From an optimization exercise on the open Yosys and OpenROAD flow, aimed at a short achievable clock period and few clock cycles per item; shortcuts taken in it are not production practice. At most, simulation tests tie the RTL to the original design; equivalence was not proved. Function not checked in run 2: the RTL went through the layout flow alone. Power figures rest on the tool's default switching activity, not on a simulated workload.

### flow/design.v
`timescale 1ns/1ps
package tcp_pkg;
    localparam int NUM_FLOWS = 4;
    localparam int FLOWID_W  = 2;
    localparam int SEQ_W     = 32;
    localparam int LEN_W     = 16;
    localparam int MAX_SEG   = 64;
    typedef logic [FLOWID_W-1:0]  flowid_t;
    typedef logic [SEQ_W-1:0]     seq_t;
    typedef logic [LEN_W-1:0]     len_t;
    typedef logic [NUM_FLOWS-1:0] flow_mask_t;
    typedef struct packed {
        logic ack;
        logic data;
    } tcp_flags_t;
    typedef struct packed {
        flowid_t flowid;
        seq_t    seq;
        len_t    len;
    } rx_hdr_t;
    typedef struct packed {
        seq_t       seq;
        seq_t       ack;
        tcp_flags_t flags;
    } tcp_hdr_t;
    typedef struct packed {
        flowid_t  flowid;
        tcp_hdr_t hdr;
        len_t     len;
    } send_pkt_t;
    typedef enum logic {
        TX_IDLE,
        TX_SEND
    } tx_state_e;
endpackage
`timescale 1ns/1ps
module tcp_rx #(
     parameter int PW    = 2             
    ,parameter int DEPTH = 1 << PW
) (
     input                          clk
    ,input                          rst
    ,input                          rst_q
    ,input                          rx_hdr_val
    ,input  tcp_pkg::rx_hdr_t       rx_hdr
    ,output logic                   rx_hdr_rdy
    ,input  logic [tcp_pkg::NUM_FLOWS-1:0][31:0] head_seq
    ,output logic [tcp_pkg::NUM_FLOWS-1:0][31:0] exp_seq
    ,output logic                   ack_val
    ,output tcp_pkg::send_pkt_t     ack_pkt
    ,input                          ack_rdy
);
    logic               rdy_q;
    logic [PW:0]        occ_q;       
    logic [PW:0]        occ_d;
    logic               hdr_xfer;
    logic               h1_val;
    tcp_pkg::rx_hdr_t   h1;
    logic [16:0]        h1_lo;       
    logic               h1_in_order;
    tcp_pkg::seq_t      sum;
    tcp_pkg::flow_mask_t eq_exp;
    logic               eq_sum;
    logic               fwd;
    logic               in_order_d;
    tcp_pkg::seq_t      cur_exp;
    tcp_pkg::flowid_t   fifo_flowid [DEPTH];
    tcp_pkg::seq_t      fifo_seq    [DEPTH];
    tcp_pkg::seq_t      fifo_ack    [DEPTH];
    logic [PW-1:0]      wr_q;
    logic [PW-1:0]      rd_q;
    logic [PW:0]        cnt_q;
    logic               ack_pop;
    assign rx_hdr_rdy = rdy_q;
    assign hdr_xfer   = rx_hdr_val & rdy_q;
    assign ack_pop    = ack_val & ack_rdy;
    assign occ_d      = occ_q + (PW+1)'(hdr_xfer) - (PW+1)'(ack_pop);
    always_ff @(posedge clk) begin
        if (rst) begin
            occ_q  <= '0;
            rdy_q  <= 1'b1;
            h1_val <= 1'b0;
        end else begin
            occ_q  <= occ_d;
            rdy_q  <= occ_d < (PW+1)'(DEPTH);
            h1_val <= hdr_xfer;
        end
    end
    assign sum = {h1.seq[31:16] + 16'(h1_lo[16]), h1_lo[15:0]};
    always_comb begin
        for (int i = 0; i < tcp_pkg::NUM_FLOWS; i++) begin
            eq_exp[i] = rx_hdr.seq == exp_seq[i];
        end
    end
    assign eq_sum = rx_hdr.seq == sum;
    assign fwd    = h1_val && h1_in_order && h1.flowid == rx_hdr.flowid;
    always_comb begin
        if (rst_q) begin
            in_order_d = rx_hdr.seq == '0;
        end else if (fwd) begin
            in_order_d = eq_sum;
        end else begin
            in_order_d = eq_exp[rx_hdr.flowid];
        end
    end
    always_ff @(posedge clk) begin
        h1          <= rx_hdr;
        h1_lo       <= {1'b0, rx_hdr.seq[15:0]} + {1'b0, rx_hdr.len};
        h1_in_order <= in_order_d;
    end
    assign cur_exp = exp_seq[h1.flowid];
    always_ff @(posedge clk) begin
        if (rst_q) begin
            exp_seq <= '0;
        end else begin
            for (int i = 0; i < tcp_pkg::NUM_FLOWS; i++) begin
                if (h1_val && h1_in_order && h1.flowid == tcp_pkg::flowid_t'(i)) begin
                    exp_seq[i] <= sum;
                end
            end
        end
    end
    always_ff @(posedge clk) begin
        if (rst || rst_q) begin
            ack_val <= 1'b0;
        end else begin
            ack_val <= (cnt_q + (PW+1)'(h1_val) - (PW+1)'(ack_pop)) != '0;
        end
    end
    always_ff @(posedge clk) begin
        if (rst_q) begin
            wr_q    <= '0;
            rd_q    <= '0;
            cnt_q   <= '0;
        end else begin
            if (h1_val) begin
                wr_q <= wr_q + 1'b1;
            end
            if (ack_pop) begin
                rd_q <= rd_q + 1'b1;
            end
            cnt_q   <= cnt_q + (PW+1)'(h1_val) - (PW+1)'(ack_pop);
        end
    end
    always_ff @(posedge clk) begin
        for (int i = 0; i < DEPTH; i++) begin
            if (h1_val && wr_q == PW'(i)) begin
                fifo_flowid[i] <= h1.flowid;
                fifo_seq[i]    <= head_seq[h1.flowid];
                fifo_ack[i]    <= h1_in_order ? sum : cur_exp;
            end
        end
    end
    assign ack_pkt.flowid         = fifo_flowid[rd_q];
    assign ack_pkt.hdr.seq        = fifo_seq[rd_q];
    assign ack_pkt.hdr.ack        = fifo_ack[rd_q];
    assign ack_pkt.hdr.flags.ack  = 1'b1;
    assign ack_pkt.hdr.flags.data = 1'b0;
    assign ack_pkt.len            = '0;
endmodule
`timescale 1ns/1ps
module tcp_tx (
     input                          clk
    ,input                          rst_q
    ,input                          tw_hit
    ,input  tcp_pkg::seq_t          tw_ptr
    ,output tcp_pkg::seq_t          head_seq
    ,output logic                   seg_val
    ,output logic [6:0]             seg_len
    ,input                          seg_take
);
    tcp_pkg::seq_t  head_q;
    tcp_pkg::seq_t  avail_q;
    logic           full_q;      
    logic           nz_q;        
    logic           fresh_q;     
    logic [25:0]    head_hi_inc;
    logic [6:0]     head_lo_sum;
    assign head_seq = head_q;
    assign seg_val  = nz_q;
    assign seg_len  = full_q ? 7'd64 : {1'b0, avail_q[5:0]};
    assign head_hi_inc = head_q[31:6] + 26'd1;
    assign head_lo_sum = {1'b0, head_q[5:0]} + {1'b0, avail_q[5:0]};
    always_ff @(posedge clk) begin
        if (rst_q) begin
            head_q  <= '0;
            avail_q <= '0;
            full_q  <= 1'b0;
            nz_q    <= 1'b0;
            fresh_q <= 1'b0;
        end else if (tw_hit) begin
            avail_q <= tw_ptr - head_q;
            full_q  <= 1'b0;
            nz_q    <= 1'b0;
            fresh_q <= 1'b1;
        end else if (fresh_q) begin
            full_q  <= avail_q[31:6] != '0;
            nz_q    <= avail_q != '0;
            fresh_q <= 1'b0;
        end else if (seg_take) begin
            if (full_q) begin
                head_q  <= {head_hi_inc, head_q[5:0]};
                avail_q <= {avail_q[31:6] - 26'd1, avail_q[5:0]};
                full_q  <= avail_q[31:7] != '0;
                nz_q    <= avail_q[31:7] != '0 || avail_q[5:0] != '0;
            end else begin
                head_q  <= {head_lo_sum[6] ? head_hi_inc : head_q[31:6], head_lo_sum[5:0]};
                avail_q <= '0;
                full_q  <= 1'b0;
                nz_q    <= 1'b0;
            end
        end
    end
endmodule
`timescale 1ns/1ps
module flow_state_regs (
     input                          clk
    ,input                          rst
    ,input                          tail_wr_val
    ,input  tcp_pkg::flowid_t       tail_wr_flowid
    ,input  tcp_pkg::seq_t          tail_wr_ptr
    ,output logic                   tw_val
    ,output tcp_pkg::flowid_t       tw_flowid
    ,output tcp_pkg::seq_t          tw_ptr
    ,output tcp_pkg::flow_mask_t    tw_hit
);
    always_ff @(posedge clk) begin
        tw_flowid <= tail_wr_flowid;
        tw_ptr    <= tail_wr_ptr;
    end
    always_ff @(posedge clk) begin
        if (rst) begin
            tw_val <= 1'b0;
        end else begin
            tw_val <= tail_wr_val;
        end
    end
    always_comb begin
        for (int i = 0; i < tcp_pkg::NUM_FLOWS; i++) begin
            tw_hit[i] = tw_val && tw_flowid == tcp_pkg::flowid_t'(i);
        end
    end
endmodule
`timescale 1ns/1ps
module rr_sched (
     input                          clk
    ,input                          rst_q
    ,input                          push_rdy
    ,input                          ack_val
    ,input  tcp_pkg::send_pkt_t     ack_pkt
    ,output logic                   ack_rdy
    ,input  tcp_pkg::flow_mask_t    tw_hit
    ,input  tcp_pkg::flow_mask_t    seg_val
    ,input  logic [tcp_pkg::NUM_FLOWS-1:0][6:0]  seg_len
    ,input  logic [tcp_pkg::NUM_FLOWS-1:0][31:0] head_seq
    ,input  logic [tcp_pkg::NUM_FLOWS-1:0][31:0] exp_seq
    ,output tcp_pkg::flow_mask_t    seg_take
    ,output logic                   push_val
    ,output tcp_pkg::send_pkt_t     push_pkt
);
    tcp_pkg::flowid_t    last_q;
    tcp_pkg::flowid_t    cand;
    tcp_pkg::flowid_t    pick_flowid;
    logic                pick_val;
    tcp_pkg::flow_mask_t ready;
    logic                data_go;
    tcp_pkg::send_pkt_t  data_pkt;
    assign ready = seg_val & ~tw_hit;
    always_comb begin
        pick_val    = 1'b0;
        pick_flowid = last_q;
        cand        = last_q;
        for (int i = 1; i <= tcp_pkg::NUM_FLOWS; i++) begin
            cand = last_q + tcp_pkg::flowid_t'(i);
            if (!pick_val && ready[cand]) begin
                pick_val    = 1'b1;
                pick_flowid = cand;
            end
        end
    end
    assign data_pkt.flowid         = pick_flowid;
    assign data_pkt.hdr.seq        = head_seq[pick_flowid];
    assign data_pkt.hdr.ack        = exp_seq[pick_flowid];
    assign data_pkt.hdr.flags.ack  = 1'b1;
    assign data_pkt.hdr.flags.data = 1'b1;
    assign data_pkt.len            = tcp_pkg::len_t'(seg_len[pick_flowid]);
    assign ack_rdy  = push_rdy;
    assign data_go  = push_rdy & ~ack_val & pick_val;
    assign push_val = push_rdy & (ack_val | pick_val);
    assign push_pkt = ack_val ? ack_pkt : data_pkt;
    always_comb begin
        for (int i = 0; i < tcp_pkg::NUM_FLOWS; i++) begin
            seg_take[i] = data_go && pick_flowid == tcp_pkg::flowid_t'(i);
        end
    end
    always_ff @(posedge clk) begin
        if (rst_q) begin
            last_q <= '1;
        end else if (data_go) begin
            last_q <= pick_flowid;
        end
    end
endmodule
`timescale 1ns/1ps
module send_pkt_mux (
     input                          clk
    ,input                          rst
    ,input                          rst_q
    ,input                          push_val
    ,input  tcp_pkg::send_pkt_t     push_pkt
    ,output logic                   push_rdy
    ,output logic                   tx_pkt_val
    ,output tcp_pkg::send_pkt_t     tx_pkt
    ,input                          tx_pkt_rdy
);
    tcp_pkg::send_pkt_t skid_pkt;
    logic               skid_val;
    logic               out_free;
    assign push_rdy = ~skid_val;
    assign out_free = ~tx_pkt_val | tx_pkt_rdy;
    always_ff @(posedge clk) begin
        if (rst || rst_q) begin
            tx_pkt_val <= 1'b0;
            skid_val   <= 1'b0;
        end else begin
            if (out_free) begin
                tx_pkt_val <= skid_val | push_val;
            end
            skid_val <= ~out_free & (skid_val | push_val);
        end
    end
    always_ff @(posedge clk) begin
        if (push_val) begin
            skid_pkt <= push_pkt;
        end
    end
    always_ff @(posedge clk) begin
        if (out_free) begin
            tx_pkt <= skid_val ? skid_pkt : push_pkt;
        end
    end
endmodule
`timescale 1ns/1ps
module tcp_engine (
     input                          clk
    ,input                          rst
    ,input                          rx_hdr_val
    ,input  logic [49:0]            rx_hdr       
    ,output logic                   rx_hdr_rdy
    ,input                          tail_wr_val
    ,input  logic [1:0]             tail_wr_flowid
    ,input  logic [31:0]            tail_wr_ptr
    ,output logic                   tx_pkt_val
    ,output logic [83:0]            tx_pkt       
    ,input                          tx_pkt_rdy
);
    localparam int NF = tcp_pkg::NUM_FLOWS;
    logic                   rst_q;
    always_ff @(posedge clk) begin
        rst_q <= rst;
    end
    tcp_pkg::rx_hdr_t       rx_hdr_s;
    tcp_pkg::send_pkt_t     tx_pkt_s;
    assign rx_hdr_s = rx_hdr;
    assign tx_pkt   = tx_pkt_s;
    logic [NF-1:0][31:0]    exp_seq;
    logic [NF-1:0][31:0]    head_seq;
    logic [NF-1:0][6:0]     seg_len;
    logic [NF-1:0]          seg_val;
    logic [NF-1:0]          seg_take;
    logic                   tw_val;
    tcp_pkg::flowid_t       tw_flowid;
    tcp_pkg::seq_t          tw_ptr;
    logic [NF-1:0]          tw_hit;
    logic                   ack_val;
    tcp_pkg::send_pkt_t     ack_pkt;
    logic                   ack_rdy;
    logic                   push_rdy;
    logic                   push_val;
    tcp_pkg::send_pkt_t     push_pkt;
    tcp_rx rx_engine (
         .clk           (clk            )
        ,.rst           (rst            )
        ,.rst_q         (rst_q          )
        ,.rx_hdr_val    (rx_hdr_val     )
        ,.rx_hdr        (rx_hdr_s       )
        ,.rx_hdr_rdy    (rx_hdr_rdy     )
        ,.head_seq      (head_seq       )
        ,.exp_seq       (exp_seq        )
        ,.ack_val       (ack_val        )
        ,.ack_pkt       (ack_pkt        )
        ,.ack_rdy       (ack_rdy        )
    );
    flow_state_regs flow_regs (
         .clk               (clk                )
        ,.rst               (rst                )
        ,.tail_wr_val       (tail_wr_val        )
        ,.tail_wr_flowid    (tail_wr_flowid     )
        ,.tail_wr_ptr       (tail_wr_ptr        )
        ,.tw_val            (tw_val             )
        ,.tw_flowid         (tw_flowid          )
        ,.tw_ptr            (tw_ptr             )
        ,.tw_hit            (tw_hit             )
    );
    for (genvar i = 0; i < NF; i++) begin : g_flow
        tcp_tx tx_engine (
             .clk           (clk                )
            ,.rst_q         (rst_q              )
            ,.tw_hit        (tw_hit[i]          )
            ,.tw_ptr        (tw_ptr             )
            ,.head_seq      (head_seq[i]        )
            ,.seg_val       (seg_val[i]         )
            ,.seg_len       (seg_len[i]         )
            ,.seg_take      (seg_take[i]        )
        );
    end
    rr_sched tx_scheduler (
         .clk           (clk            )
        ,.rst_q         (rst_q          )
        ,.push_rdy      (push_rdy       )
        ,.ack_val       (ack_val        )
        ,.ack_pkt       (ack_pkt        )
        ,.ack_rdy       (ack_rdy        )
        ,.tw_hit        (tw_hit         )
        ,.seg_val       (seg_val        )
        ,.seg_len       (seg_len        )
        ,.head_seq      (head_seq       )
        ,.exp_seq       (exp_seq        )
        ,.seg_take      (seg_take       )
        ,.push_val      (push_val       )
        ,.push_pkt      (push_pkt       )
    );
    send_pkt_mux tx_mux (
         .clk           (clk            )
        ,.rst           (rst            )
        ,.rst_q         (rst_q          )
        ,.push_val      (push_val       )
        ,.push_pkt      (push_pkt       )
        ,.push_rdy      (push_rdy       )
        ,.tx_pkt_val    (tx_pkt_val     )
        ,.tx_pkt        (tx_pkt_s       )
        ,.tx_pkt_rdy    (tx_pkt_rdy     )
    );
endmodule
### flow/flow/run.sh
#!/bin/bash
# Standard ORFS layout (the standard.sh), with timing repair aimed
# below the clock period. ORFS writes each step's log under orfs/logs.
bash standard.sh SETUP_SLACK_MARGIN=5.7 finish > standard.log 2>&1
### flow/standard.sh
#!/bin/bash
# synth_recipe.tcl (not shown) runs the flow's synth.tcl, then flattens the netlist and writes it again
# the make line also repeats each setting of config.mk as NAME=value (left out here)
make -C /OpenROAD-flow-scripts/flow DESIGN_CONFIG=/design/flow/config.mk WORK_HOME=/design/flow/orfs CLKGATE_MAP_FILE= SYNTH_SCRIPT=/design/flow/synth_recipe.tcl "${@:-finish}"
### flow/config.mk
export PLATFORM = sky130hd
export DESIGN_NAME = tcp_engine
export DESIGN_NICKNAME = tcp_engine
export VERILOG_FILES = /design/flow/design.v
export SDC_FILE = /design/flow/constraint.sdc
export NUM_CORES = 4
export LEC_CHECK = 0
export ABC_CLOCK_PERIOD_IN_PS = 2500
export CAP_MARGIN = 20
export CORE_MARGIN = 2
export CORE_UTILIZATION = 50
export SLEW_MARGIN = 20
### flow/constraint.sdc
create_clock -name core_clock -period 8.5 [get_ports {clk}]
set_input_delay 1.7000 -clock core_clock [delete_from_list [all_inputs] [get_ports {clk}]]
set_output_delay 1.7000 -clock core_clock [all_outputs]
set_load 0.01 [all_outputs]
==> summary.txt, run 1 <==
Setup path
  • Critical path, cell by cell: buf_2
  • Arrival time at the worst endpoint: 1580 ps
  • Largest stage delay, worst path: 650 ps
  • RR Endpoint: g_flow[2].tx_engine.head_q[30]
  • CP Buf/Inv Count: 1
  • FF-to-FF setup slack: 5310 ps
  • Worst reg2reg path depth: 8
  • Crit Path Class: reg2out
  • CP max-delay cell: edfxtp_1
  • Critical path capture point type: output pin
  • Worst setup SP type: flop
  • Worst-path fanout max: 1
  • Critical Path RT: 6800 ps
  • Worst r2r src: g_flow[2].tx_engine.head_q[10]
  • Worst path top cell family by delay: flip-flops

Timing
  • Setup Skew: 53.2 ps
  • Slew @ Worst Pin: 1100 ps
  • Final-report setup violation count: 0
  • RSZ-0062 raised after global routing: yes
  • Worst relative slew slack: 25.6%
  • Final period util: 38.5%
  • Crit path time final: 3280 ps
  • Final hold vios: 0
  • Fmax: 0.305 GHz
  • Hold slack: 482 ps
  • Pins Over Slew Limit: 0
  • Setup TNS: 0 ps

Clock network
  • CTS buffer count: 98
  • Longest Clk Path Bufs: 3
  • CTS tree: done
  • Clock latency on the worst-skew pair: 710 ps
  • Clock tree sinks: 897
  • CTS root buffer: clkbuf_16
  • Clock transition at path regs: 70 ps
  • Cts hold-fix bufs: 0
  • H-tree lvl count: 3

Placement
  • Post-DP HPWL: 126,000 microns
  • I/O Buffers: 164
  • RD Place Congestion: 1.01

Cells and area
  • Most frequent cells in the layout: 524 x nand2_1, 412 x edfxtp_1, 403 x dfxtp_1
  • Commonest non-fill, non-tap cell in the layout: nand2_1
  • Area Overhead vs Synth: 33.0%
  • Util after Layout: 67.2%
  • Layout cells sized above 1: 30.8%
  • Fillers: 7,530
  • Nets: 5,982

Synthesis
  • FFs w/ async S/R, synth: 0%
  • Number of enable flip-flop cells after synthesis: 412
  • Register area share after synthesis: 44.3%
  • Post-Syn Instances: 5,293
  • Seq cells post-synth: 897
  • Post-synthesis cell area: 49,800 sq um
  • Yosys cell types: 94
  • Ys Warns: 9
  • Post-synth top flop: dfxtp_1
  • Synth Area per Inst: 9.41 sq um

GRT
  • All-layer global routing usage: 37.4%
  • Largest net degree at the start of global routing: 163
  • Vias in the first global route: 41,800
  • Wire length of the first global-routing pass: 285,000 microns
  • Grt total ovfl: 0
  • Initial antenna violation count: 6

Power and ir drop
  • Max VDD drop: 195 uV
  • Power density over cell area: 205 nW/um^2
  • Total power: 0.0136 W
  • Lkg Pwr: 24.3 nW

Worst hold path
  • HP Start: g_flow[2].tx_engine.head_q[2]
  • Hold Path Stages: 2
  • Worst hold path class: reg2reg
  • Hold Crit Endpoint: g_flow[2].tx_engine.head_q[2]

Route
  • DRC: 0
  • Average routed wire per standard cell: 28.7 microns
  • Total Wirelength: 203,000 microns
  • Vias: 46,700
  • Post-DRT Antenna Nets: 0
  • Drt first pass iters: 9
  • Drt initial violations: 6,551
  • Via/cell ratio: 6.60

Floorplanning
  • Die area: 102,000 sq um
  • Num ports: 175
  • Die height: 320 microns
  • Row count: 115
  • Die width: 320 microns
  • Starting Density: 50.5%
  • Core Region: 98,600 sq um

Run
  • Max-cap violations: 0

Run status
  • Outcome: finished clean
cell usage after synthesis, types with 14 or more instances:
master	number	area [sq um]
and3_1	48	300
a31oi_1	26	163
nor3b_1	14	105
nor2b_1	34	213
ha_1	190	2380
and4_1	14	123
xor2_1	175	1530
a21oi_1	412	2060
a222oi_1	66	661
mux2_2	33	372
o22ai_1	25	156
a221oi_1	72	631
xnor2_1	221	1940
o21a_1	50	375
o21ai_0	239	1200
o221a_2	14	158
nor2_1	461	1730
edfxtp_1	412	12400
nor4_1	90	563
buf_2	29	145
a22oi_1	22	165
o31ai_1	67	503
or4_1	22	165
nand3_1	123	616
buf_1	29	109
nand2b_1	82	513
inv_1	220	826
mux4_2	64	1440
and2_1	20	125
or3_1	30	188
clkbuf_1	268	1010
nor3_1	121	606
nand2_1	580	2180
o211ai_1	36	270
a211oi_1	127	953
nand4_1	59	369
a21o_1	69	518
dfxtp_1	485	9710
mux2i_1	47	470
o21bai_1	14	105
logic make-up (layout without fill, tap and decap cells):
group	count (synthesis)	after routing	share of synthesized area (%)
xor gates and xnor gates	396	396	6.96
other	2	15	0.0151
and+or+nand+nor	1735	1749	16.3
DFF	897	897	44.3
AOI/OAI and AO/OA	1358	1360	18.2
buffers and inverters	560	1015	4.41
adders and majority gates	201	201	5.22
muxes	144	144	4.59
worst max path at each step:
stage                            from                     to  cells after the start
5_1_grt             tx_mux.tx_pkt[51]             tx_pkt[51]                      1
2_1_floorplan              rx_hdr[25]  rx_engine.h1_in_order                      9
4_1_cts             tx_mux.tx_pkt[50]             tx_pkt[50]                      1
3_3_place_gp               rx_hdr[16]    rx_engine.h1_lo[14]                     13
6_report            tx_mux.tx_pkt[51]             tx_pkt[51]                      1
3_5_place_dp   flow_regs.tw_flowid[0]      tx_mux.tx_pkt[34]                      9
final cells by class:
| cell class | instances | area (sq um) | area share, % |
|---|---|---|---|
| repair buffers | 614 | 6530 | 9.86 |
| clock inverters | 54 | 711 | 1.07 |
| inverters | 221 | 856 | 1.29 |
| diodes | 5 | 12.5 | 0.0189 |
| flip-flops and latches | 897 | 22300 | 33.6 |
| multi-input cells | 3860 | 31500 | 47.6 |
| clock buffers | 126 | 2700 | 4.08 |
| well taps | 1287 | 1610 | 2.43 |
worst register-to-register path, cell delays in order (launching register included):
cell and delay [ps]:
dfxtp_1 460, and4_1 350, and3_1 370, and3_2 340, and3_1 250, and3_1 330
nand3_1 230, or4_4 570, a21o_1 180
power breakdown:
group          internal, W  total (W)  switching, W
registers          0.00502    0.00534      0.000318
clock network      0.00265    0.00456       0.00191
logic              0.00143    0.00368       0.00225
total              0.00910     0.0136       0.00448
through the flow:
stage               instance area (sq um)  std cells  worst slack, ps
finish                              66200       7064             5220
global route                        66200       7059             5180
CTS                                 61900       6940             5240
detailed placement                  52400       6468             3970
global placement                    52400       6468             4010
floorplan                           50100       5301             5050
per-layer routing:
layer  wire length, microns  track usage (%)
met1                  83200             54.8
met5                     11                0
met4                   9750             14.5
met2                  82200             51.5
met3                  27800             10.8
flip-flops by register name, summed over array words and instances, names as in the netlist, 17 cells and up:
register                  cells
g_flow.tx_engine.avail_q    128
rx_engine.h1                 18
tx_mux.tx_pkt                74
rx_engine.h1_lo              17
g_flow.tx_engine.head_q     128
rx_engine.exp_seq           128
rx_engine.fifo_ack          128
tx_mux.skid_pkt              74
flow_regs.tw_ptr             32
rx_engine.fifo_seq          128
timing repair:
item / 4_1_cts / 5_1_grt
pin swaps: 316 / 445
buffers inserted: 249 / 108
gates resized for setup: 1398 / 691
setup endpoints to repair: 703 / 498
gates cloned: 43 / 11
Testbench counts, summed over its fixed seeds: cycles 2,067, packets 1,793.
==> run 2: changes to the inputs <==
--- a/flow/design.v
+++ b/flow/design.v
@@ -37,4 +37,3 @@
 module tcp_rx #(
-     parameter int PW    = 2             
-    ,parameter int DEPTH = 1 << PW
+     parameter int DEPTH = 4
 ) (
@@ -52,2 +51,3 @@
 );
+    localparam int PW = $clog2(DEPTH);
     logic               rdy_q;
@@ -59,2 +59,3 @@
     logic [16:0]        h1_lo;       
+    logic [15:0]        h1_hi_inc;   
     logic               h1_in_order;
@@ -73,2 +74,6 @@
     logic               ack_pop;
+    logic               fifo_val;
+    logic               fifo_pop;
+    logic               fifo_put;
+    tcp_pkg::send_pkt_t h1_ack;
     assign rx_hdr_rdy = rdy_q;
@@ -88,3 +93,3 @@
     end
-    assign sum = {h1.seq[31:16] + 16'(h1_lo[16]), h1_lo[15:0]};
+    assign sum = {h1_lo[16] ? h1_hi_inc : h1.seq[31:16], h1_lo[15:0]};
     always_comb begin
@@ -108,2 +113,3 @@
         h1_lo       <= {1'b0, rx_hdr.seq[15:0]} + {1'b0, rx_hdr.len};
+        h1_hi_inc   <= rx_hdr.seq[31:16] + 16'd1;
         h1_in_order <= in_order_d;
@@ -122,22 +128,24 @@
     end
+    assign h1_ack.flowid         = h1.flowid;
+    assign h1_ack.hdr.seq        = head_seq[h1.flowid];
+    assign h1_ack.hdr.ack        = h1_in_order ? sum : cur_exp;
+    assign h1_ack.hdr.flags.ack  = 1'b1;
+    assign h1_ack.hdr.flags.data = 1'b0;
+    assign h1_ack.len            = '0;
+    assign fifo_val = cnt_q != '0;
+    assign fifo_pop = fifo_val & ack_rdy;
+    assign fifo_put = h1_val & (fifo_val | ~ack_rdy);
     always_ff @(posedge clk) begin
         if (rst || rst_q) begin
-            ack_val <= 1'b0;
+            wr_q  <= '0;
+            rd_q  <= '0;
+            cnt_q <= '0;
         end else begin
-            ack_val <= (cnt_q + (PW+1)'(h1_val) - (PW+1)'(ack_pop)) != '0;
-        end
-    end
-    always_ff @(posedge clk) begin
-        if (rst_q) begin
-            wr_q    <= '0;
-            rd_q    <= '0;
-            cnt_q   <= '0;
-        end else begin
-            if (h1_val) begin
+            if (fifo_put) begin
                 wr_q <= wr_q + 1'b1;
             end
-            if (ack_pop) begin
+            if (fifo_pop) begin
                 rd_q <= rd_q + 1'b1;
             end
-            cnt_q   <= cnt_q + (PW+1)'(h1_val) - (PW+1)'(ack_pop);
+            cnt_q <= cnt_q + (PW+1)'(fifo_put) - (PW+1)'(fifo_pop);
         end
@@ -147,5 +155,5 @@
             if (h1_val && wr_q == PW'(i)) begin
-                fifo_flowid[i] <= h1.flowid;
-                fifo_seq[i]    <= head_seq[h1.flowid];
-                fifo_ack[i]    <= h1_in_order ? sum : cur_exp;
+                fifo_flowid[i] <= h1_ack.flowid;
+                fifo_seq[i]    <= h1_ack.hdr.seq;
+                fifo_ack[i]    <= h1_ack.hdr.ack;
             end
@@ -153,8 +161,11 @@
     end
-    assign ack_pkt.flowid         = fifo_flowid[rd_q];
-    assign ack_pkt.hdr.seq        = fifo_seq[rd_q];
-    assign ack_pkt.hdr.ack        = fifo_ack[rd_q];
-    assign ack_pkt.hdr.flags.ack  = 1'b1;
-    assign ack_pkt.hdr.flags.data = 1'b0;
-    assign ack_pkt.len            = '0;
+    assign ack_val = fifo_val | h1_val;
+    always_comb begin
+        ack_pkt = h1_ack;
+        if (fifo_val) begin
+            ack_pkt.flowid  = fifo_flowid[rd_q];
+            ack_pkt.hdr.seq = fifo_seq[rd_q];
+            ack_pkt.hdr.ack = fifo_ack[rd_q];
+        end
+    end
 endmodule
@@ -233,9 +244,8 @@
             tw_val <= 1'b0;
+            tw_hit <= '0;
         end else begin
             tw_val <= tail_wr_val;
-        end
-    end
-    always_comb begin
-        for (int i = 0; i < tcp_pkg::NUM_FLOWS; i++) begin
-            tw_hit[i] = tw_val && tw_flowid == tcp_pkg::flowid_t'(i);
+            for (int i = 0; i < tcp_pkg::NUM_FLOWS; i++) begin
+                tw_hit[i] <= tail_wr_val && tail_wr_flowid == tcp_pkg::flowid_t'(i);
+            end
         end
--- a/flow/config.mk
+++ b/flow/config.mk
@@ -7,6 +7,6 @@
 export LEC_CHECK = 0
-export ABC_CLOCK_PERIOD_IN_PS = 2500
+export ABC_CLOCK_PERIOD_IN_PS = 1500
 export CAP_MARGIN = 20
 export CORE_MARGIN = 2
-export CORE_UTILIZATION = 50
+export CORE_UTILIZATION = 40
 export SLEW_MARGIN = 20
==> summary.txt, run 2 <==
Floorplanning
  • Num ports: 175
  • Core Region: 127,000 sq um
  • Die height: 361 microns
  • Die area: 131,000 sq um
  • Row count: 131
  • Die width: 361 microns
  • Starting Density: 40.1%

Cells and area
  • Area Overhead vs Synth: 27.8%
  • Nets: 6,024
  • Fillers: 11,400
  • Layout cells sized above 1: 25.8%
  • Util after Layout: 51.3%
  • Most frequent cells in the layout: 680 x nand2_1, 412 x edfxtp_1, 411 x dfxtp_1
  • Final cell count without fillers: 7,487
  • Commonest non-fill, non-tap cell in the layout: nand2_1

Clock network
  • Longest Clk Path Bufs: 3
  • H-tree lvl count: 3
  • Clock latency on the worst-skew pair: 770 ps
  • CTS root buffer: clkbuf_16
  • Cts hold-fix bufs: 0
  • Clock tree sinks: 913
  • CTS tree: done
  • Clock transition at path regs: 60 ps
  • CTS buffer count: 104

Route
  • Post-DRT Antenna Nets: 0
  • DRC: 0
  • Average routed wire per standard cell: 25.9 microns
  • Via/cell ratio: 6.12
  • Total Wirelength: 194,000 microns
  • Vias: 45,800
  • Drt first pass iters: 8
  • Drt initial violations: 5,642

Timing
  • RSZ-0062 raised after global routing: yes
  • Fmax: 0.311 GHz
  • Slew @ Worst Pin: 1150 ps
  • Worst relative slew slack: 23.1%
  • Setup Skew: 55.1 ps
  • Final period util: 37.9%
  • Final-report setup violation count: 0
  • Pins Over Slew Limit: 0
  • Final hold vios: 0
  • Setup TNS: 0 ps
  • Crit path time final: 3220 ps

Setup path
  • Critical Path RT: 9180 ps
  • Worst reg2reg path depth: 14
  • Critical path, cell by cell: buf_12 -> ha_4 -> fa_2 -> a21o_1 -> a21oi_2 -> nor2b_1 -> o21a_1 -> a21oi_2 -> o21ai_2 -> o41ai_2 -> o21a_1 -> xnor2_1
  • Crit Path Class: in2reg
  • Arrival time at the worst endpoint: 3900 ps
  • Worst setup SP type: primary input
  • Largest stage delay, worst path: 370 ps
  • Worst setup path start: rx_hdr[16]
  • Worst-path fanout max: 2
  • Worst r2r src: flow_regs.tw_ptr[1]
  • FF-to-FF setup slack: 5410 ps
  • CP max-delay cell: o41ai_2
  • RR Endpoint: g_flow[3].tx_engine.avail_q[28]
  • Critical path capture point type: flop

Worst hold path
  • Hold Path Stages: 2
  • Hold Crit Endpoint: g_flow[2].tx_engine.avail_q[14]
  • HP Start: g_flow[2].tx_engine.avail_q[14]
  • Worst hold path class: reg2reg

Power and ir drop
  • Lkg Pwr: 24.0 nW
  • Power density over cell area: 225 nW/um^2
  • Max VDD drop: 229 uV

Synthesis
  • Synth Area per Inst: 9.44 sq um
  • Post-synth top flop: dfxtp_1
  • Top-area cell type share of the netlist area: 24.2%
  • FFs w/ async S/R, synth: 0%
  • Seq cells post-synth: 913
  • Ys Warns: 9
  • Count leader, synth: nand2_1
  • Number of enable flip-flop cells after synthesis: 412
  • Post-synth top cells: 719 x nand2_1, 501 x dfxtp_1, 412 x edfxtp_1
  • Yosys cell types: 107
  • Post-synthesis cell area: 51,100 sq um
  • Largest cells by area after synthesis: edfxtp_1 24%, dfxtp_1 20%, nand2_1 5.3%, xnor2_1 5.1%, ha_1 4.7%
  • Post-Syn Instances: 5,408
  • Register area share after synthesis: 43.9%
  • Post-synth top area cell: edfxtp_1

Run
  • Max-cap violations: 0

GRT
  • Vias in the first global route: 41,400
  • All-layer global routing usage: 27.4%
  • Wire length of the first global-routing pass: 272,000 microns
  • Initial antenna violation count: 11
  • Largest net degree at the start of global routing: 149
  • Grt total ovfl: 0

Placement
  • RD Place Congestion: 0.938
  • Dpl cells: 6,955
  • I/O Buffers: 164
  • Post-DP HPWL: 122,000 microns

Run status
  • Outcome: finished clean
-- run 2: cell count changes in the layout (fill, tap and decap cells not counted), sizes merged, moves of 59 or more --
cell / change
xnor2: +76
o211a: +59
buf: -84
nor2: -70
a21oi: -99
nand2: +137
xor2: -80
o21ai: +109
-- run 2: cell type report --
type                    instances  area (sq um)  share of cell area, %
clock buffers                 149          2980                   4.57
inverters                     214           862                   1.32
repair buffers                548          5710                   8.75
diodes                          1          2.50                0.00383
flip-flops and latches        913         22600                   34.7
well taps                    1662          2080                   3.19
multi-input cells            3953         30400                   46.6
clock inverters                47           573                  0.878
-- run 2: per-layer routing --
metal | up-vias | wire (microns) | global-route usage, %
met1 | 22500 | 81800 | 39.6
li1 | 20500 | - | -
met4 | 8 | 6940 | 8.40
met5 | - | 52 | 0
met2 | 2392 | 84500 | 41.6
met3 | 420 | 20700 | 4.83
-- run 2: power breakdown --
part / switching, W / leakage, nW / internal (W)
clock network: 0.00198 / 1.71 / 0.00268
logic: 0.00268 / 14.2 / 0.00180
registers: 0.000274 / 8.07 / 0.00527
-- run 2: worst max path at each step --
stage / to / cells past startpoint
after floorplan: rx_engine.h1_lo[14] / 11
after global placement: g_flow[0].tx_engine.head_q[13] / 13
after detailed placement: g_flow[0].tx_engine.head_q[19] / 13
after CTS: tx_pkt[51] / 1
after global routing: rx_engine.h1_lo[14] / 12
final: rx_engine.h1_lo[14] / 12
-- run 2: critical path: cells and delay by family --
| kind | cells | cell delay [ps] |
|---|---|---|
| AO/OA/AOI/OAI | 7 | 1390 |
| AND/OR/NAND/NOR | 1 | 70 |
| buffers and inverters | 1 | 100 |
| adder cells (fa/ha/maj) | 2 | 510 |
| XOR/XNOR | 1 | 120 |
-- run 2: metrics by stage --
step	setup WS, ps	power (W)	area, sq um	hold slack (ps)
final	5280	0.0147	65300	473
after global routing	5180	0.0152	65300	485
after CTS	5230	0.0143	61600	474
after detailed placement	3060	0.00916	54100	466
after global placement	3200	0.00914	54100	458
after floorplan	4810	0.00777	51400	445
-- run 2: cell families (layout without fill, tap and decap cells) --
group	Yosys count	count (layout)	synth area share (%)
other	2	11	0.0147
DFF	913	913	43.9
AOI/OAI and AO/OA	1394	1398	18.5
adders and majority gates	201	201	5.09
buffers and inverters	557	958	4.26
and+or+nand+nor	1767	1770	16.2
xor gates and xnor gates	392	392	6.72
muxes	182	182	5.37
-- run 2: repair_timing --
| action | in CTS | in global routing |
|---|---|---|
| pin swaps | 205 | 339 |
| cloned | 21 | 22 |
| endpoints found under the setup margin | 814 | 393 |
| gates resized for setup | 1053 | 564 |
| hold endpoints to repair | 0 | 0 |
| buffers inserted | 161 | 131 |
==> run 3: changes to the inputs <==
--- a/flow/design.v
+++ b/flow/design.v
@@ -30,2 +30,30 @@
     } send_pkt_t;
+    function automatic logic [31:0] add32(input logic [31:0] a,
+                                          input logic [31:0] b,
+                                          input logic        cin);
+        logic [31:0] p;
+        logic [31:0] gg;
+        logic [31:0] pp;
+        logic [31:0] gn;
+        logic [31:0] pn;
+        logic [31:0] c;
+        p  = a ^ b;
+        gg = a & b;
+        pp = p;
+        for (int d = 1; d < 32; d = d * 2) begin
+            gn = gg;
+            pn = pp;
+            for (int i = d; i < 32; i++) begin
+                gn[i] = gg[i] | (pp[i] & gg[i-d]);
+                pn[i] = pp[i] & pp[i-d];
+            end
+            gg = gn;
+            pp = pn;
+        end
+        c[0] = cin;
+        for (int i = 1; i < 32; i++) begin
+            c[i] = gg[i-1] | (pp[i-1] & cin);
+        end
+        add32 = p ^ c;
+    endfunction
     typedef enum logic {
@@ -37,3 +65,4 @@
 module tcp_rx #(
-     parameter int DEPTH = 4
+     parameter int PW    = 2             
+    ,parameter int DEPTH = 1 << PW
 ) (
@@ -51,3 +80,2 @@
 );
-    localparam int PW = $clog2(DEPTH);
     logic               rdy_q;
@@ -58,6 +86,11 @@
     tcp_pkg::rx_hdr_t   h1;
-    logic [16:0]        h1_lo;       
+    logic [8:0]         h1_b0;       
+    logic [8:0]         h1_b1;       
+    logic [8:0]         h1_b1c;      
     logic [15:0]        h1_hi_inc;   
+    logic [16:0]        h1_lo;       
+    tcp_pkg::seq_t      h1_sum;      
+    tcp_pkg::seq_t      h1_exp;      
+    tcp_pkg::seq_t      h1_head;     
     logic               h1_in_order;
-    tcp_pkg::seq_t      sum;
     tcp_pkg::flow_mask_t eq_exp;
@@ -66,3 +99,4 @@
     logic               in_order_d;
-    tcp_pkg::seq_t      cur_exp;
+    tcp_pkg::seq_t      exp_d;
+    tcp_pkg::seq_t      head_d;
     tcp_pkg::flowid_t   fifo_flowid [DEPTH];
@@ -74,6 +108,2 @@
     logic               ack_pop;
-    logic               fifo_val;
-    logic               fifo_pop;
-    logic               fifo_put;
-    tcp_pkg::send_pkt_t h1_ack;
     assign rx_hdr_rdy = rdy_q;
@@ -93,3 +123,2 @@
     end
-    assign sum = {h1_lo[16] ? h1_hi_inc : h1.seq[31:16], h1_lo[15:0]};
     always_comb begin
@@ -99,3 +128,5 @@
     end
-    assign eq_sum = rx_hdr.seq == sum;
+    assign h1_lo  = {h1_b0[8] ? h1_b1c : h1_b1, h1_b0[7:0]};
+    assign h1_sum = {h1_lo[16] ? h1_hi_inc : h1.seq[31:16], h1_lo[15:0]};
+    assign eq_sum = rx_hdr.seq == h1_sum;
     assign fwd    = h1_val && h1_in_order && h1.flowid == rx_hdr.flowid;
@@ -104,6 +135,8 @@
             in_order_d = rx_hdr.seq == '0;
-        end else if (fwd) begin
-            in_order_d = eq_sum;
+            exp_d      = '0;
+            head_d     = '0;
         end else begin
-            in_order_d = eq_exp[rx_hdr.flowid];
+            in_order_d = fwd ? eq_sum : eq_exp[rx_hdr.flowid];
+            exp_d      = fwd ? h1_sum : exp_seq[rx_hdr.flowid];
+            head_d     = head_seq[rx_hdr.flowid];
         end
@@ -112,7 +145,10 @@
         h1          <= rx_hdr;
-        h1_lo       <= {1'b0, rx_hdr.seq[15:0]} + {1'b0, rx_hdr.len};
-        h1_hi_inc   <= rx_hdr.seq[31:16] + 16'd1;
+        h1_b0       <= {1'b0, rx_hdr.seq[7:0]}  + {1'b0, rx_hdr.len[7:0]};
+        h1_b1       <= {1'b0, rx_hdr.seq[15:8]} + {1'b0, rx_hdr.len[15:8]};
+        h1_b1c      <= {1'b0, rx_hdr.seq[15:8]} + {1'b0, rx_hdr.len[15:8]} + 9'd1;
+        h1_hi_inc   <= 16'(tcp_pkg::add32({16'd0, rx_hdr.seq[31:16]}, 32'd0, 1'b1));
+        h1_exp      <= exp_d;
+        h1_head     <= head_d;
         h1_in_order <= in_order_d;
     end
-    assign cur_exp = exp_seq[h1.flowid];
     always_ff @(posedge clk) begin
@@ -123,3 +159,3 @@
                 if (h1_val && h1_in_order && h1.flowid == tcp_pkg::flowid_t'(i)) begin
-                    exp_seq[i] <= sum;
+                    exp_seq[i] <= h1_sum;
                 end
@@ -128,24 +164,22 @@
     end
-    assign h1_ack.flowid         = h1.flowid;
-    assign h1_ack.hdr.seq        = head_seq[h1.flowid];
-    assign h1_ack.hdr.ack        = h1_in_order ? sum : cur_exp;
-    assign h1_ack.hdr.flags.ack  = 1'b1;
-    assign h1_ack.hdr.flags.data = 1'b0;
-    assign h1_ack.len            = '0;
-    assign fifo_val = cnt_q != '0;
-    assign fifo_pop = fifo_val & ack_rdy;
-    assign fifo_put = h1_val & (fifo_val | ~ack_rdy);
     always_ff @(posedge clk) begin
         if (rst || rst_q) begin
-            wr_q  <= '0;
-            rd_q  <= '0;
-            cnt_q <= '0;
+            ack_val <= 1'b0;
         end else begin
-            if (fifo_put) begin
+            ack_val <= (cnt_q + (PW+1)'(h1_val) - (PW+1)'(ack_pop)) != '0;
+        end
+    end
+    always_ff @(posedge clk) begin
+        if (rst_q) begin
+            wr_q    <= '0;
+            rd_q    <= '0;
+            cnt_q   <= '0;
+        end else begin
+            if (h1_val) begin
                 wr_q <= wr_q + 1'b1;
             end
-            if (fifo_pop) begin
+            if (ack_pop) begin
                 rd_q <= rd_q + 1'b1;
             end
-            cnt_q <= cnt_q + (PW+1)'(fifo_put) - (PW+1)'(fifo_pop);
+            cnt_q   <= cnt_q + (PW+1)'(h1_val) - (PW+1)'(ack_pop);
         end
@@ -155,5 +189,5 @@
             if (h1_val && wr_q == PW'(i)) begin
-                fifo_flowid[i] <= h1_ack.flowid;
-                fifo_seq[i]    <= h1_ack.hdr.seq;
-                fifo_ack[i]    <= h1_ack.hdr.ack;
+                fifo_flowid[i] <= h1.flowid;
+                fifo_seq[i]    <= h1_head;
+                fifo_ack[i]    <= h1_in_order ? h1_sum : h1_exp;
             end
@@ -161,11 +195,8 @@
     end
-    assign ack_val = fifo_val | h1_val;
-    always_comb begin
-        ack_pkt = h1_ack;
-        if (fifo_val) begin
-            ack_pkt.flowid  = fifo_flowid[rd_q];
-            ack_pkt.hdr.seq = fifo_seq[rd_q];
-            ack_pkt.hdr.ack = fifo_ack[rd_q];
-        end
-    end
+    assign ack_pkt.flowid         = fifo_flowid[rd_q];
+    assign ack_pkt.hdr.seq        = fifo_seq[rd_q];
+    assign ack_pkt.hdr.ack        = fifo_ack[rd_q];
+    assign ack_pkt.hdr.flags.ack  = 1'b1;
+    assign ack_pkt.hdr.flags.data = 1'b0;
+    assign ack_pkt.len            = '0;
 endmodule
@@ -192,3 +223,3 @@
     assign seg_len  = full_q ? 7'd64 : {1'b0, avail_q[5:0]};
-    assign head_hi_inc = head_q[31:6] + 26'd1;
+    assign head_hi_inc = 26'(tcp_pkg::add32({6'd0, head_q[31:6]}, 32'd0, 1'b1));
     assign head_lo_sum = {1'b0, head_q[5:0]} + {1'b0, avail_q[5:0]};
@@ -202,3 +233,3 @@
         end else if (tw_hit) begin
-            avail_q <= tw_ptr - head_q;
+            avail_q <= tcp_pkg::add32(tw_ptr, ~head_q, 1'b1);
             full_q  <= 1'b0;
@@ -213,3 +244,3 @@
                 head_q  <= {head_hi_inc, head_q[5:0]};
-                avail_q <= {avail_q[31:6] - 26'd1, avail_q[5:0]};
+                avail_q <= {26'(tcp_pkg::add32({6'd0, avail_q[31:6]}, '1, 1'b0)), avail_q[5:0]};
                 full_q  <= avail_q[31:7] != '0;
--- a/flow/config.mk
+++ b/flow/config.mk
@@ -7,3 +7,3 @@
 export LEC_CHECK = 0
-export ABC_CLOCK_PERIOD_IN_PS = 1500
+export ABC_CLOCK_PERIOD_IN_PS = 2500
 export CAP_MARGIN = 20
==> summary.txt, run 3 <==
Route
  • Drt first pass iters: 9
  • Via/cell ratio: 6.00
  • Vias: 44,400
  • Drt initial violations: 5,322
  • Post-DRT Antenna Nets: 0
  • Average routed wire per standard cell: 25.2 microns
  • Total Wirelength: 187,000 microns
  • DRC: 0

Synthesis
  • Synth Area per Inst: 9.47 sq um
  • Post-synthesis xor/xnor area fraction: 6.81%
  • Ys Warns: 9
  • Register area share after synthesis: 46.5%
  • Area share of fa/ha/maj cells after synthesis: 5.06%
  • Number of enable flip-flop cells after synthesis: 412
  • Post-synth top area cell: edfxtp_1
  • Post-synthesis cell area: 51,400 sq um
  • Count leader, synth: nand2_1
  • Seq cells post-synth: 988
  • Yosys cell types: 92
  • Compound-Gate Fraction of Synth Area: 15.5%
  • Top-area cell type share of the netlist area: 24.1%
  • Proportion of synthesized area in mux cells: 5.47%
  • Post-synth top flop: dfxtp_1
  • FFs w/ async S/R, synth: 0%
  • Synth Area in Simple Gates: 16.4%
  • Largest cells by area after synthesis: edfxtp_1 24%, dfxtp_1 22%, ha_1 4.7%, nand2_1 4.6%, nor2_1 4.0%
  • Post-Syn Instances: 5,429
  • Post-synth top cells: 634 x nand2_1, 576 x dfxtp_1, 543 x nor2_1
  • Main combinational cell family by area after synthesis: simple AND/OR/NAND/NOR gates

Cells and area
  • Most frequent cells in the layout: 615 x nand2_1, 506 x nor2_1, 497 x dfxtp_1
  • Area Overhead vs Synth: 23.6%
  • Nets: 5,949
  • Layout cells sized above 1: 22.6%
  • Final instance area: 63,600 sq um
  • Flip-flop and latch area: 24,100 sq um
  • Multi-input logic area: 28,600 sq um
  • Commonest non-fill, non-tap cell in the layout: nand2_1
  • # diodes: 0
  • Fillers: 11,500

Placement
  • Post-DP HPWL: 120,000 microns
  • Placed Area: 54,600 sq um
  • I/O Buffers: 164
  • RD Place Congestion: 0.990

Floorplanning
  • Die width: 363 microns
  • Row count: 131
  • Core Region: 128,000 sq um
  • Die height: 363 microns
  • Die area: 131,000 sq um
  • Starting Density: 40.3%
  • Num ports: 175

Setup path
  • Crit path depth: 1
  • Worst path top cell family by delay: flip-flops
  • Worst-path fanout max: 1
  • CP max-delay cell: edfxtp_1
  • Worst r2r src: flow_regs.tw_ptr[18]
  • Worst reg2reg path depth: 10
  • Arrival time at the worst endpoint: 1550 ps
  • Critical path, cell by cell: buf_2
  • Worst setup path start: tx_mux.tx_pkt[52]
  • Critical Path RT: 6800 ps
  • CP Buf/Inv Count: 1
  • Largest stage delay, worst path: 560 ps
  • Critical path capture point type: output pin
  • Crit Path Class: reg2out
  • Worst setup SP type: flop

Power and ir drop
  • Max VDD drop: 185 uV
  • Power density over cell area: 212 nW/um^2
  • Lkg Pwr: 23.1 nW

Timing
  • Worst relative slew slack: 27.6%
  • Crit path time final: 3250 ps
  • Setup Skew: 74.5 ps
  • Setup TNS: 0 ps
  • RSZ-0062 raised after global routing: yes
  • Final hold vios: 0
  • Final period util: 38.3%
  • Final-report setup violation count: 0
  • Slew @ Worst Pin: 1090 ps
  • Fmax: 0.307 GHz
  • Pins Over Slew Limit: 0

Worst hold path
  • HP Start: rx_engine.h1_head[4]
  • Hold Path Stages: 0
  • Worst hold path class: reg2reg

Clock network
  • Longest Clk Path Bufs: 3
  • Cts hold-fix bufs: 0
  • Clock transition at path regs: 60 ps
  • CTS tree: done
  • Clock tree sinks: 988
  • Clock latency on the worst-skew pair: 780 ps
  • CTS buffer count: 107
  • H-tree lvl count: 3
  • CTS root buffer: clkbuf_16

Run status
  • Outcome: finished clean

GRT
  • Wire length of the first global-routing pass: 268,000 microns
  • Vias in the first global route: 41,500
  • All-layer global routing usage: 26.8%
  • Largest net degree at the start of global routing: 95
  • Grt total ovfl: 0
  • Initial antenna violation count: 8

Run
  • Max-cap violations: 0
## run 3: cell count changes after synthesis, moves of 18 or more
cell	previous run	this run
nor4_1	60	89
o21ai_0	339	365
inv_1	207	225
nand2_1	719	634
nor2_1	390	543
nand2b_1	49	26
nand3_1	118	174
o211a_1	63	1
nor3_1	123	94
xnor2_1	297	225
dfxtp_1	501	576
a221oi_1	37	18
a21o_1	102	53
xor2_1	95	175
## run 3: power breakdown
group | total [W] | switching, W | leakage, nW | internal [W]
clock network | 0.00497 | 0.00207 | 1.81 | 0.00290
logic | 0.00281 | 0.00178 | 12.5 | 0.00103
registers | 0.00568 | 0.000254 | 8.76 | 0.00542
total | 0.0135 | 0.00411 | 23.1 | 0.00935
## run 3: cells by family after synthesis
logic type,Yosys count
adder cells (fa/ha/maj),203
other,2
flip-flops,988
AO/OA/AOI/OAI,1242
AND/OR/NAND/NOR,1843
buffers and inverters,561
XOR/XNOR,400
multiplexers,190
## run 3: metal layers
layer	wire [microns]	track usage, %	vias to the layer above	share of wire (%)
met5	112	0	-	0.060
met4	8260	10.7	8	4.4
met3	17500	5.03	468	9.4
met2	85300	42.7	2288	46
met1	75400	35.9	21600	40
li1	-	-	20100	-
## run 3: layout make-up
cell class / instances / area share, %
Clock buffer: 151 / 4.77
Clock inverter: 51 / 1.14
Inverter: 227 / 1.36
Multi-Input combinational cell: 3896 / 45.0
Sequential cell: 988 / 37.9
Tap cell: 1662 / 3.27
Timing Repair Buffer: 436 / 6.60
Timing Repair inverter: 1 / 0.00787
## run 3: through the flow
step	std cells	total power, W	util [%]	hold WS, ps	worst slack (ps)
after floorplan	5437	0.00717	-	438	5150
after global placement	6984	0.00821	42.8	455	4220
after detailed placement	6984	0.00823	42.8	467	4170
after CTS	7319	0.0133	47.9	461	5190
after global routing	7412	0.0139	49.9	474	5230
final	7412	0.0135	49.9	453	5250
## run 3: path summary, 6_finish.rpt
| check | slack [ps] | endpoint |
|---|---|---|
| setup / recovery | 5250 | tx_pkt[52] |
| hold / removal | 450 | rx_engine.fifo_seq[2][4] |
| setup reg to reg | 5490 | g_flow[1].tx_engine.avail_q[31] |
| hold reg to reg | 450 | rx_engine.fifo_seq[2][4] |
## run 3: timing repair
action	in CTS	in global routing
pin swaps	135	201
gates cloned	18	13
setup endpoints to repair	740	349
gates resized for setup	882	395
setup buffers	115	80
Testbench counts of run 3, summed over its fixed seeds: cycles 2,067, packets 1,793.
==> run 4: changes to the inputs <==
--- a/flow/config.mk
+++ b/flow/config.mk
@@ -10,3 +10,3 @@
 export CORE_MARGIN = 2
-export CORE_UTILIZATION = 40
+export CORE_UTILIZATION = 50
 export SLEW_MARGIN = 20
==> summary.txt, run 4 <==
GRT
  • Vias in the first global route: 41,500
  • All-layer global routing usage: 33.8%
  • Largest net degree at the start of global routing: 134
  • Wire length of the first global-routing pass: 270,000 microns
  • Initial antenna violation count: 7
  • Grt total ovfl: 0

Setup path
  • FF-to-FF setup slack: 5450 ps
  • RR Endpoint: g_flow[1].tx_engine.avail_q[20]
  • Worst Setup EP: tx_pkt[50]
  • CP Buf/Inv Count: 1
  • Worst path top cell family by delay: flip-flops
  • Worst-path fanout max: 1
  • Worst setup SP type: flop
  • Crit Path Class: reg2out
  • Worst r2r src: flow_regs.tw_ptr[0]
  • Largest stage delay, worst path: 670 ps
  • Worst reg2reg path depth: 15
  • Crit path depth: 1
  • CP max-delay cell: edfxtp_1
  • Critical path, cell by cell: buf_2
  • Arrival time at the worst endpoint: 1630 ps
  • Critical path capture point type: output pin
  • Critical Path RT: 6800 ps
  • Worst setup path start: tx_mux.tx_pkt[50]

Cells and area
  • Commonest non-fill, non-tap cell in the layout: nand2_1
  • Util after Layout: 63.0%
  • Area Overhead vs Synth: 24.8%
  • Most frequent cells in the layout: 600 x nand2_1, 516 x dfxtp_1, 507 x nor2_1
  • Nets: 6,003
  • Layout cells sized above 1: 23.8%

Route
  • Average routed wire per standard cell: 27.0 microns
  • Vias: 44,900
  • DRC: 0
  • Total Wirelength: 194,000 microns
  • Drt initial violations: 4,617
  • Via/cell ratio: 6.27
  • Post-DRT Antenna Nets: 0
  • Drt first pass iters: 8

Placement
  • RD Place Congestion: 0.945
  • DP Worst Slack: 4060 ps
  • I/O Buffers: 164
  • Post-DP HPWL: 121,000 microns

Clock network
  • Clock transition at path regs: 60 ps
  • CTS tree: done
  • CTS root buffer: clkbuf_16
  • CTS buffer count: 109
  • Clock tree sinks: 988
  • H-tree lvl count: 3
  • Clock latency on the worst-skew pair: 720 ps
  • Longest Clk Path Bufs: 3

Floorplanning
  • Num ports: 175
  • Die area: 105,000 sq um
  • Die height: 325 microns
  • Core Region: 102,000 sq um
  • Starting Density: 50.5%
  • Row count: 117
  • Die width: 325 microns

Power and ir drop
  • Power density over cell area: 213 nW/um^2
  • Lkg Pwr: 23.5 nW
  • Total power: 0.0137 W
  • Max VDD drop: 165 uV

Timing
  • RSZ-0062 raised after global routing: yes
  • Setup TNS: 0 ps
  • Pins Over Slew Limit: 0
  • Final period util: 39.1%
  • Worst relative slew slack: 28.8%
  • Slew @ Worst Pin: 1070 ps
  • Final-report setup violation count: 0
  • Fmax: 0.301 GHz
  • Setup slack after layout: 5170 ps
  • Crit path time final: 3330 ps
  • Setup Skew: 25.1 ps
  • Final hold vios: 0

Synthesis
  • Synth Area per Inst: 9.47 sq um
  • Largest cells by area after synthesis: edfxtp_1 24%, dfxtp_1 22%, ha_1 4.7%, nand2_1 4.6%, nor2_1 4.0%
  • Count leader, synth: nand2_1
  • FFs w/ async S/R, synth: 0%
  • Ys Warns: 9
  • Seq cells post-synth: 988
  • Top-area cell type share of the netlist area: 24.1%
  • Number of enable flip-flop cells after synthesis: 412
  • Post-Syn Instances: 5,429
  • Post-synth top flop: dfxtp_1
  • Post-synthesis cell area: 51,400 sq um
  • Post-synth top cells: 634 x nand2_1, 576 x dfxtp_1, 543 x nor2_1
  • Post-synth top area cell: edfxtp_1
  • Yosys cell types: 92
  • Register area share after synthesis: 46.5%

Run status
  • Outcome: finished clean

Run
  • Max-cap violations: 0

Worst hold path
  • Worst hold path class: reg2reg
-- run 4: metal layers --
| metal | track usage (%) | part of all wire (%) |
|---|---|---|
| met3 | 4.63 | 7.8 |
| met2 | 55.7 | 46 |
| met5 | 0 | 0.013 |
| met1 | 40.6 | 36 |
| met4 | 24.5 | 9.6 |
-- run 4: area by class of cell --
cell class / instances / area (sq um)
Antenna cell: 3 / 7.51
Clock buffer: 147 / 3090
Clock inverter: 55 / 662
Fill cell: 8337 / 37700
Inverter: 227 / 863
Multi-Input combinational cell: 3896 / 28800
Sequential cell: 988 / 24000
Tap cell: 1368 / 1710
Timing Repair Buffer: 488 / 4950
Timing Repair inverter: 1 / 5.00
-- run 4: worst min-delay path by stage --
stage	slack, ps	to	start	cells after the start
finish	480	rx_engine.fifo_seq[0][30]	rx_engine.h1_head[30]	0
global route	500	rx_engine.fifo_seq[0][30]	rx_engine.h1_head[30]	0
CTS	480	g_flow[3].tx_engine.avail_q[10]	g_flow[3].tx_engine.avail_q[10]	2
detailed placement	470	rx_engine.fifo_seq[0][30]	rx_engine.h1_head[30]	0
global placement	460	rx_engine.fifo_seq[0][23]	rx_engine.h1_head[23]	0
floorplan	440	rx_engine.fifo_seq[0][0]	rx_engine.h1_head[0]	0
-- run 4: power breakdown --
group / switching, W / internal [W]
clock: 0.00207 / 0.00289
combinational: 0.00189 / 0.00112
sequential: 0.000263 / 0.00542
-- run 4: kinds of logic (layout without fill, tap and decap cells) --
logic type	count (synthesis)	count (layout)	synth area share, %
adders and majority gates	203	203	5.06
DFF	988	988	46.5
and+or+nand+nor	1843	1848	16.4
other	2	13	0.0146
AOI/OAI and AO/OA	1242	1245	15.5
buffers and inverters	561	918	4.28
xor gates and xnor gates	400	400	6.81
muxes	190	190	5.47
-- run 4: repair_timing --
| action | 4_1_cts | 5_1_grt |
|---|---|---|
| setup buffers | 98 | 135 |
| resized for setup | 890 | 491 |
| pin swaps | 130 | 269 |
| endpoints found under the setup margin | 699 | 513 |
| hold buffers | 0 | 0 |
| hold endpoints to repair | 0 | 0 |
| gates cloned | 23 | 22 |
-- run 4: stage by stage --
stage	hold slack [ps]	instance area, sq um	instances
after global routing	502	64200	7172
after CTS	479	60700	7013
after global placement	459	54300	6690
after floorplan	438	52100	5437
final	478	64200	7173
after detailed placement	469	54300	6690
==> run 5: changes to the inputs <==
--- a/flow/config.mk
+++ b/flow/config.mk
@@ -8,5 +8,5 @@
 export ABC_CLOCK_PERIOD_IN_PS = 2500
-export CAP_MARGIN = 20
+export CAP_MARGIN = 70
 export CORE_MARGIN = 2
-export CORE_UTILIZATION = 50
+export CORE_UTILIZATION = 40
 export SLEW_MARGIN = 20
==> summary.txt, run 5 <==
Run status
  • Outcome: finished clean

Setup path
  • Critical path, cell by cell: buf_2
  • FF-to-FF setup slack: 5330 ps
  • CP max-delay cell: edfxtp_1
  • Worst-path fanout max: 2
  • Arrival time at the worst endpoint: 1520 ps
  • Critical path capture point type: output pin
  • Largest stage delay, worst path: 550 ps
  • Worst path top cell family by delay: flip-flops
  • Worst reg2reg path depth: 16
  • Worst setup SP type: flop
  • Critical Path RT: 6800 ps
  • CP Buf/Inv Count: 1
  • RR Endpoint: g_flow[3].tx_engine.avail_q[17]
  • Crit Path Class: reg2out
  • Worst r2r src: flow_regs.tw_ptr[0]

Timing
  • Hold slack: 476 ps
  • Final-report setup violation count: 0
  • Pins Over Slew Limit: 0
  • Setup TNS: 0 ps
  • Worst relative slew slack: 61.5%
  • RSZ-0062 raised after global routing: yes
  • Final period util: 37.9%
  • Slew @ Worst Pin: 578 ps
  • Setup Skew: 82.1 ps
  • Final hold vios: 0
  • Crit path time final: 3220 ps
  • Fmax: 0.310 GHz

Placement
  • I/O Buffers: 164
  • Post-DP HPWL: 128,000 microns
  • RD Place Congestion: 0.990

GRT
  • Initial antenna violation count: 5
  • Top Usage Layer GRT: met2
  • All-layer global routing usage: 26.6%
  • Wire length of the first global-routing pass: 268,000 microns
  • Vias in the first global route: 42,900
  • Grt total ovfl: 0
  • Met3 Track Usage GR: 5.01%
  • GR Util met1: 35.2%
  • Grt met2 use: 43.4%
  • Largest net degree at the start of global routing: 87

Power and ir drop
  • Part of the power in the clock network: 36.9%
  • Max VDD drop: 193 uV
  • Int Power: 0.00960 W
  • Sequential share of power: 41.1%
  • Gate power share: 22.1%
  • Lkg Pwr: 24.5 nW
  • Sw Share: 30.1%
  • Sw power: 0.00413 W
  • Power density over cell area: 208 nW/um^2

Cells and area
  • Flip-flop and latch area: 24,100 sq um
  • Area Overhead vs Synth: 28.4%
  • Commonest non-fill, non-tap cell in the layout: nand2_1
  • Nets: 6,203
  • Fillers: 11,300
  • Multi-input logic area: 28,500 sq um
  • Most frequent cells in the layout: 612 x nand2_1, 507 x nor2_1, 504 x dfxtp_1
  • Layout cells sized above 1: 25.0%
  • Util after Layout: 51.8%

Route
  • Drt initial violations: 5,032
  • DRC: 0
  • Average routed wire per standard cell: 23.9 microns
  • Post-DRT Antenna Nets: 0
  • Drt first pass iters: 8
  • Via/cell ratio: 5.88
  • Vias: 45,100
  • Total Wirelength: 183,000 microns

Synthesis
  • Register area share after synthesis: 46.5%
  • Post-synthesis cell area: 51,400 sq um
  • Largest cells by area after synthesis: edfxtp_1 24%, dfxtp_1 22%, ha_1 4.7%, nand2_1 4.6%, nor2_1 4.0%
  • FFs w/ async S/R, synth: 0%
  • Post-synthesis xor/xnor area fraction: 6.81%
  • Post-synth top flop: dfxtp_1
  • Compound-Gate Fraction of Synth Area: 15.5%
  • Synth Area per Inst: 9.47 sq um
  • Number of enable flip-flop cells after synthesis: 412
  • Main combinational cell family by area after synthesis: simple AND/OR/NAND/NOR gates
  • Post-synth top area cell: edfxtp_1
  • Top-area cell type share of the netlist area: 24.1%
  • Proportion of synthesized area in mux cells: 5.47%
  • Synth Area in Simple Gates: 16.4%
  • Seq cells post-synth: 988
  • Post-synth top cells: 634 x nand2_1, 576 x dfxtp_1, 543 x nor2_1
  • Yosys cell types: 92
  • Count leader, synth: nand2_1
  • Area share of fa/ha/maj cells after synthesis: 5.06%
  • Post-Syn Instances: 5,429
  • Ys Warns: 9

Floorplanning
  • Die width: 363 microns
  • Core Region: 128,000 sq um
  • Row count: 131
  • Num ports: 175
  • Die height: 363 microns
  • Starting Density: 40.3%
  • Die area: 131,000 sq um

Clock network
  • Clock transition at path regs: 60 ps
  • CTS tree: done
  • CTS root buffer: clkbuf_16
  • Clock tree sinks: 988
  • Cts hold-fix bufs: 0
  • H-tree lvl count: 3
  • CTS buffer count: 107
  • Clock latency on the worst-skew pair: 780 ps
  • Longest Clk Path Bufs: 3

Worst hold path
  • Hold Crit Endpoint: rx_engine.fifo_seq[0][21]
  • Worst hold path class: reg2reg
  • Hold Path Stages: 0
  • HP Start: rx_engine.h1_head[21]

Run
  • Max-cap violations: 0
[run 5: cell counts after synthesis]
Identical to the previous run, type by type.
[run 5: metal layers]
layer,vias to the layer above,part of all wire [%]
met5,-,0.019
met4,6,4.3
met3,438,8.8
met2,2096,46
met1,22000,41
li1,20500,-
[run 5: worst max path at each step]
stage	from	endpoint	slack, ps	cells after the start
floorplan	rx_hdr[8]	rx_engine.h1_b1c[8]	5150	10
global placement	rx_hdr[25]	rx_engine.h1_b1c[8]	4220	11
detailed placement	rx_hdr[24]	rx_engine.h1_b1c[8]	4180	11
CTS	tx_mux.tx_pkt[52]	tx_pkt[52]	5220	1
global route	flow_regs.tw_ptr[0]	g_flow[3].tx_engine.avail_q[17]	5240	16
finish	tx_mux.tx_pkt[52]	tx_pkt[52]	5280	1
[run 5: cells by family (layout without fill, tap and decap cells)]
kind of cell             after synthesis  in the layout
flip-flops                           988            988
AO/OA/AOI/OAI                       1242           1242
adder cells (fa/ha/maj)              203            203
AND/OR/NAND/NOR                     1843           1845
multiplexers                         190            190
buffers and inverters                561           1128
XOR/XNOR                             400            400
other                                  2             11
[run 5: power groups by stage]
stage                     registers (W)  logic, W  clock network [W]
after CTS                       0.00565   0.00280            0.00512
after global routing            0.00568   0.00325            0.00531
after global placement          0.00580   0.00241                  0
after detailed placement        0.00576   0.00271                  0
final                           0.00564   0.00303            0.00507
after floorplan                 0.00571   0.00146                  0
[run 5: final cells by class]
type | count | share of cell area (%)
Tap cell | 1662 | 3.15
Inverter | 227 | 1.32
Sequential cell | 988 | 36.4
Clock inverter | 47 | 1.15
Clock buffer | 157 | 4.66
Multi-Input combinational cell | 3890 | 43.2
Antenna cell | 1 | 0.00379
Timing Repair Buffer | 697 | 10.1
[run 5: per-stage QoR]
stage / power, W / instance area, sq um / std cells / worst slack [ps]
after floorplan: 0.00717 / 52100 / 5437 / 5150
after global placement: 0.00821 / 54600 / 6984 / 4220
after detailed placement: 0.00847 / 57000 / 7227 / 4180
after CTS: 0.0136 / 63500 / 7566 / 5220
after global routing: 0.0142 / 66000 / 7668 / 5240
final: 0.0137 / 66000 / 7669 / 5280
[run 5: timing repair]
item	4_1_cts	5_1_grt
endpoints found under the setup margin	531	385
resized for setup	839	429
cloned	10	8
setup buffers	125	86
pin swaps	179	248

[re-timing with driven ports]
The flow's constraints put no driver on any port. The routed layouts listed below were extracted and timed again, unchanged, in two steps. Step 1 sets driving cells, clkbuf_16 on the clock port and buf_2 on the other inputs (assumed; they add their load-dependent delay and slew). Step 2 moves the port delays by t, midway between the first and last clock arrival at a register: inputs arrive t later, outputs are due t later. That takes back most of the time a late clock gives input paths. Three values: no drivers, after step 1, after step 2; two values: the first two.
run | t (ns) | setup WS [ns] | worst hold slack (ns) | clock arrival spread, ns | worst slew at a driven data input, ns
run 1 | 0.766 | 5.224 / 5.145 / 4.786 | 0.482 / 0.482 / 0.482 | 0.054 / 0.054 | 0.11
run 2 | 0.820 | 5.281 / 5.216 / 4.491 | 0.473 / 0.473 / 0.473 | 0.055 / 0.055 | 0.07
run 3 | 0.817 | 5.247 / 5.170 / 4.809 | 0.453 / 0.453 / 0.453 | 0.076 / 0.076 | 0.37
run 4 | 0.785 | 5.174 / 5.100 / 4.905 | 0.478 / 0.478 / 0.478 | 0.027 / 0.028 | 0.08
run 5 | 0.820 | 5.277 / 5.195 / 4.863 | 0.476 / 0.476 / 0.476 | 0.085 / 0.084 | 0.06
After both steps every run listed still meets setup and hold. The setup slack of run 2, which loses most, moves by -0.065 ns with the drivers and by -0.790 ns with both steps.
